This is an optimization exercise on Yosys and OpenROAD, whose aim is small area, not a production implementation. Where RTL was checked, it was by simulation tests only, not by an equivalence proof against the original. No activity file was given, so power comes from the tool's default toggle rates.

==> flow/design.v <==
package pooling_pkg;
  typedef enum logic [2:0] {
    IDLE  = 3'd0,    
    ACC   = 3'd1,    
    FLUSH = 3'd2,    
    ROT   = 3'd3,    
    OUT   = 3'd4     
  } state_t;
endpackage
module pool_divider (
  input  logic       clk,
  input  logic [4:0] len,       
  input  logic [4:0] j,         
  input  logic       div_a,     
  input  logic       tap_a,     
  output logic       out_a,     
  output logic       inc_b      
);
  logic [3:0] rem_q, rem_in, rem_d;
  logic [4:0] t, p_q;
  logic       qa, q19_q;
  always_comb begin
    rem_in = (j == 5'd0) ? 4'd0 : rem_q;
    t      = {rem_in, tap_a};
    qa     = (t >= len);
    rem_d  = qa ? 4'(t - len) : t[3:0];
    out_a  = div_a ? qa : tap_a;
    inc_b  = !q19_q && (rem_q != 4'd0) && (j >= p_q);
  end
  always_ff @(posedge clk) begin
    if (div_a) begin
      rem_q <= rem_d;
      if (j == 5'd4) q19_q <= qa;
      if (!qa) p_q <= j;
    end
  end
endmodule
module pool_fa (
  input  logic a, b, c,
  output logic s, co
);
  assign s  = a ^ b ^ c;
  assign co = (a & b) | (c & (a ^ b));
endmodule
module pool_ha (
  input  logic a, b,
  output logic s, co
);
  assign s  = a ^ b;
  assign co = a & b;
endmodule
module pool_aoi222 (
  input  logic a1, b1, a2, b2, a3, b3,
  output logic y
);
  assign y = ~((a1 & b1) | (a2 & b2) | (a3 & b3));
endmodule
module pool_oai21 (
  input  logic a1, a2, b1,
  output logic y
);
  assign y = ~((a1 | a2) & b1);
endmodule
module pool_nand2 (
  input  logic a, b,
  output logic y
);
  assign y = ~(a & b);
endmodule
module pool_inv (
  input  logic a,
  output logic y
);
  assign y = ~a;
endmodule
module pool_and2 (
  input  logic a, b,
  output logic y
);
  assign y = a & b;
endmodule
module pool_nor2 (
  input  logic a, b,
  output logic y
);
  assign y = ~(a | b);
endmodule
module pooling_unit #(
  parameter  int IL       = 4,
  parameter  int FL       = 16,
  parameter  int CHANNELS = 4,
  parameter  int MAX_LEN  = 16,
  localparam int LEN_W    = $clog2(MAX_LEN + 1),
  localparam int DW       = IL + FL
) (
  input  logic                   clk,
  input  logic                   rst,
  input  logic                   start,
  input  logic                   mode,
  input  logic [LEN_W-1:0]       len_cfg,
  input  logic [CHANNELS*DW-1:0] in_data,
  input  logic                   in_valid,
  output logic                   in_ready,
  output logic [CHANNELS*DW-1:0] out_data,
  output logic                   out_valid,
  input  logic                   out_ready,
  output logic                   busy
);
  localparam int AW = 24;
  localparam int CW = 11;          
  pooling_pkg::state_t state_q;
  logic          mode_q;           
  logic [4:0]    len_q;
  logic [4:0]    j_q;              
  logic [3:0]    k_q;              
  logic [AW-1:0] p_q [4];
  logic [3:0]    c1_q;             
  logic [4:0]    len_c, j_inc;
  logic          beat, first, last_beat, shift, clr, flush, lane_end;
  logic          s_sum_lo, s_sum_hi;
  logic [3:0]    s_u;
  logic          div_a, act_b, out_a, inc_b, tail;
  assign len_c = (len_cfg > 5'd16) ? 5'd16 : len_cfg;
  assign in_ready  = (state_q == pooling_pkg::ACC);
  assign out_valid = (state_q == pooling_pkg::OUT);
  assign busy      = (state_q != pooling_pkg::IDLE);
  assign j_inc     = j_q + 5'd1;
  assign beat      = (state_q == pooling_pkg::ACC) && in_valid;
  assign first     = (j_q == 5'd0);
  assign last_beat = beat && (j_inc == len_q);
  assign flush     = (state_q == pooling_pkg::FLUSH);
  assign shift     = (state_q == pooling_pkg::ROT);
  assign clr       = (state_q == pooling_pkg::IDLE);
  assign lane_end  = (j_q == 5'd23);
  assign s_sum_lo  = beat && !mode_q;
  assign s_sum_hi  = s_sum_lo || flush;
  assign div_a = !mode_q && (k_q[0] == k_q[2]) && !k_q[3];
  assign act_b = k_q[3] || (k_q[0] && !k_q[2]) || (!k_q[0] && k_q[1] && k_q[2]);
  pool_divider u_div (
    .clk   (clk),
    .len   (len_q),
    .j     (j_q),
    .div_a (div_a),
    .tap_a (p_q[2][AW-1]),
    .out_a (out_a),
    .inc_b (inc_b)
  );
  assign tail = p_q[3][AW-1] ^ (act_b && ((mode_q || inc_b) ^ (j_q == 5'd4)));
  for (genvar g = 0; g < 4; g++) begin : g_lane
    localparam int IN_LANE = (g + 1) % 4;
    logic [DW-1:0]    x;           
    logic [DW-1:0]    u;           
    logic [DW:0]      cy;
    logic [AW-1:0]    sum;
    logic [AW:DW]     cu;
    logic [AW-1:0]    prev, d, y;
    logic             cl, ch, eq_h, take, ns_u, s_hold_lo, s_hold_hi;
    assign x = in_data[IN_LANE*DW +: DW];
    assign u[CW-1:0] = x[CW-1:0];
    for (genvar b = CW; b < DW - 1; b++) begin : g_gate
      pool_and2 u_and (.a(x[b]), .b(!flush), .y(u[b]));
    end
    pool_nor2 u_nor19 (.a(x[DW-1]), .b(flush), .y(u[DW-1]));
    assign cy[0]  = 1'b0;
    assign cy[CW] = c1_q[g];
    for (genvar b = 0; b < DW; b++) begin : g_add
      if (b == 0) begin : g_ha0
        pool_ha u_ha (.a(p_q[g][b]), .b(u[b]), .s(sum[b]), .co(cy[b+1]));
      end else if (b == CW - 1) begin : g_fa_top
        pool_fa u_fa (.a(p_q[g][b]), .b(u[b]), .c(cy[b]), .s(sum[b]), .co(cl));
      end else begin : g_fa
        pool_fa u_fa (.a(p_q[g][b]), .b(u[b]), .c(cy[b]), .s(sum[b]), .co(cy[b+1]));
      end
    end
    assign ch = cy[DW];
    assign cu[DW] = ch;
    for (genvar b = DW; b < AW; b++) begin : g_inc
      pool_ha u_ha (.a(p_q[g][b]), .b(cu[b]), .s(sum[b]), .co(cu[b+1]));
    end
    assign eq_h = &sum[DW-1:CW];
    assign take = first || ch || (eq_h && cl);
    assign s_u[g]    = beat && mode_q && take;
    assign ns_u      = !s_u[g];
    assign s_hold_lo = !clr && !shift && !s_sum_lo && !s_u[g];
    assign s_hold_hi = !clr && !shift && !s_sum_hi && !s_u[g];
    if (g == 0) begin : g_first
      assign prev = {p_q[g][AW-2:0], tail};
    end else if (g == 3) begin : g_head
      assign prev = {p_q[g][AW-2:0], out_a};
    end else begin : g_mid
      assign prev = {p_q[g][AW-2:0], p_q[g-1][AW-1]};
    end
    for (genvar b = 0; b < AW; b++) begin : g_mux
      if (b < CW) begin : g_lo
        pool_aoi222 u_aoi (.a1(s_hold_lo), .b1(p_q[g][b]), .a2(s_sum_lo), .b2(sum[b]),
                           .a3(shift), .b3(prev[b]), .y(y[b]));
      end else begin : g_hi
        pool_aoi222 u_aoi (.a1(s_hold_hi), .b1(p_q[g][b]), .a2(s_sum_hi), .b2(sum[b]),
                           .a3(shift), .b3(prev[b]), .y(y[b]));
      end
      if (b < DW - 1) begin : g_o
        pool_oai21 u_oai (.a1(ns_u), .a2(x[b]), .b1(y[b]), .y(d[b]));
      end else if (b == DW - 1) begin : g_n
        logic t;
        pool_nand2 u_n0 (.a(s_u[g]), .b(x[b]), .y(t));
        pool_nand2 u_n1 (.a(y[b]), .b(t), .y(d[b]));
      end else begin : g_i
        pool_inv u_i (.a(y[b]), .y(d[b]));
      end
    end
    always_ff @(posedge clk) begin
      p_q[g] <= d;
      if (clr || flush) c1_q[g] <= 1'b0;
      else if (s_sum_lo) c1_q[g] <= cl;
    end
    assign out_data[g*DW +: DW] = p_q[g][DW-1:0];
  end
  always_ff @(posedge clk) begin
    if (rst) begin
      state_q <= pooling_pkg::IDLE;
    end else begin
      case (state_q)
        pooling_pkg::IDLE:  if (start) state_q <= (len_c == 5'd0) ? pooling_pkg::OUT : pooling_pkg::ACC;
        pooling_pkg::ACC:   if (last_beat) state_q <= pooling_pkg::FLUSH;
        pooling_pkg::FLUSH: state_q <= pooling_pkg::ROT;
        pooling_pkg::ROT:   if (lane_end && k_q[3]) state_q <= pooling_pkg::OUT;
        pooling_pkg::OUT:   if (out_ready) state_q <= pooling_pkg::IDLE;
        default:            state_q <= pooling_pkg::IDLE;
      endcase
    end
  end
  always_ff @(posedge clk) begin
    if (clr) begin
      mode_q <= mode;
      len_q  <= len_c;
      j_q    <= 5'd0;
    end else if (beat || shift) begin
      j_q <= (last_beat || lane_end) ? 5'd0 : j_inc;
    end
    if (flush) k_q <= 4'd0;
    else if (lane_end) k_q <= k_q + 4'd1;
  end
endmodule
==> flow/config.mk <==
export PLATFORM = sky130hd
export DESIGN_NAME = pooling_unit
export DESIGN_NICKNAME = pooling_unit
export VERILOG_FILES = /design/flow/design.v
export SDC_FILE = /design/flow/constraint.sdc
export NUM_CORES = 4
export LEC_CHECK = 0
export CAP_MARGIN = 20
export CORE_MARGIN = 2
export CORE_UTILIZATION = 40
export CTS_BUF_LIST = sky130_fd_sc_hd__clkbuf_8
export CTS_CLUSTER_SIZE = 40
export SLEW_MARGIN = 20
export SYNTH_HIERARCHICAL = 1
export SYNTH_MINIMUM_KEEP_SIZE = 0
==> flow/constraint.sdc <==
create_clock -name core_clock -period 6.0 [get_ports {clk}]
set_input_delay 1.2000 -clock core_clock [delete_from_list [all_inputs] [get_ports {clk}]]
set_output_delay 1.2000 -clock core_clock [all_outputs]
set_load 0.01 [all_outputs]
standard.sh (not shown) runs the stock make flow with config.mk's settings and CLKGATE_MAP_FILE= SYNTH_SCRIPT=/design/flow/synth_recipe.tcl, a recipe that flattens the netlist after the stock synthesis.
==> flow/flow/run.sh <==
#!/bin/bash
# Layout flow: the standard ORFS flow (standard.sh, unchanged synthesis
# and steps), except that the port buffers that global placement inserts
# are the smallest buffer cell, sky130_fd_sc_hd__buf_1, instead of the
# default pick. Every input and output port still gets its buffer.
set -o pipefail
export BUFFER_PORTS_ARGS="-buffer_cell sky130_fd_sc_hd__buf_1"
bash standard.sh > standard.log 2>&1
Rerun with:
--- a/flow/design.v
+++ b/flow/design.v
@@ -104,13 +104,13 @@
   output logic [CHANNELS*DW-1:0] out_data,
   output logic                   out_valid,
   input  logic                   out_ready,
   output logic                   busy
 );
   localparam int AW = 24;
-  localparam int CW = 11;          
+  localparam int CW = 10;          
   pooling_pkg::state_t state_q;
   logic          mode_q;           
   logic [4:0]    len_q;
   logic [4:0]    j_q;              
   logic [3:0]    k_q;              
   logic [AW-1:0] p_q [4];
@@ -163,13 +163,13 @@
     pool_nor2 u_nor19 (.a(x[DW-1]), .b(flush), .y(u[DW-1]));
     assign cy[0]  = 1'b0;
     assign cy[CW] = c1_q[g];
     for (genvar b = 0; b < DW; b++) begin : g_add
       if (b == 0) begin : g_ha0
         pool_ha u_ha (.a(p_q[g][b]), .b(u[b]), .s(sum[b]), .co(cy[b+1]));
-      end else if (b == CW - 1) begin : g_fa_top
+      end else if (b == CW - 1) begin : g_fa9
         pool_fa u_fa (.a(p_q[g][b]), .b(u[b]), .c(cy[b]), .s(sum[b]), .co(cl));
       end else begin : g_fa
         pool_fa u_fa (.a(p_q[g][b]), .b(u[b]), .c(cy[b]), .s(sum[b]), .co(cy[b+1]));
       end
     end
     assign ch = cy[DW];
This time the run finished with negative setup slack left; maximum frequency is lower by a few percent; core utilization barely changes; count of clock-buffer cells in the layout is unchanged; die area hardly moves; combinational power goes up by well over a third; routed wire length came out higher slightly; non-clock buffer count fell by 3; flip-flop and latch count does not change; hold slack gets worse by 5.8 ps; sequential share of layout area is about the same; clock power decreases by a little under a tenth.
No functional check of the RTL was part of the second run of this note.

-- separate check: timing with driven ports --
In the flow no input, the clock included, has a driving cell. The finished layouts below were timed again as built, in two steps.
Step 1 sets driving cells, clkbuf_16 on the clock port and buf_2 on the other inputs (assumed; they add their load-dependent delay and slew).
Step 2, shift: input delay + t, output delay - t, t = (earliest + latest rising clock arrival at the registers) / 2. This alone moves slack from input paths to output paths.
a / b / c = ideal ports / drivers / drivers and shift; a / b = the first two.
run	shift t [ns]	setup WS [ns]	hold WS [ns]	latest minus earliest clock arrival (ns)
the first run	0.467	0.113 / 0.127 / -0.339	0.512 / 0.512 / 0.512	0.014 / 0.013
the second run	0.484	-0.011 / -0.013 / -0.497	0.507 / 0.507 / 0.507	0.015 / 0.014
With both steps, setup timing fails in the first run, where it was met with ideal ports. For the second run, which loses most, drivers alone change the setup slack by -0.002 ns; drivers and shift together by -0.486 ns.
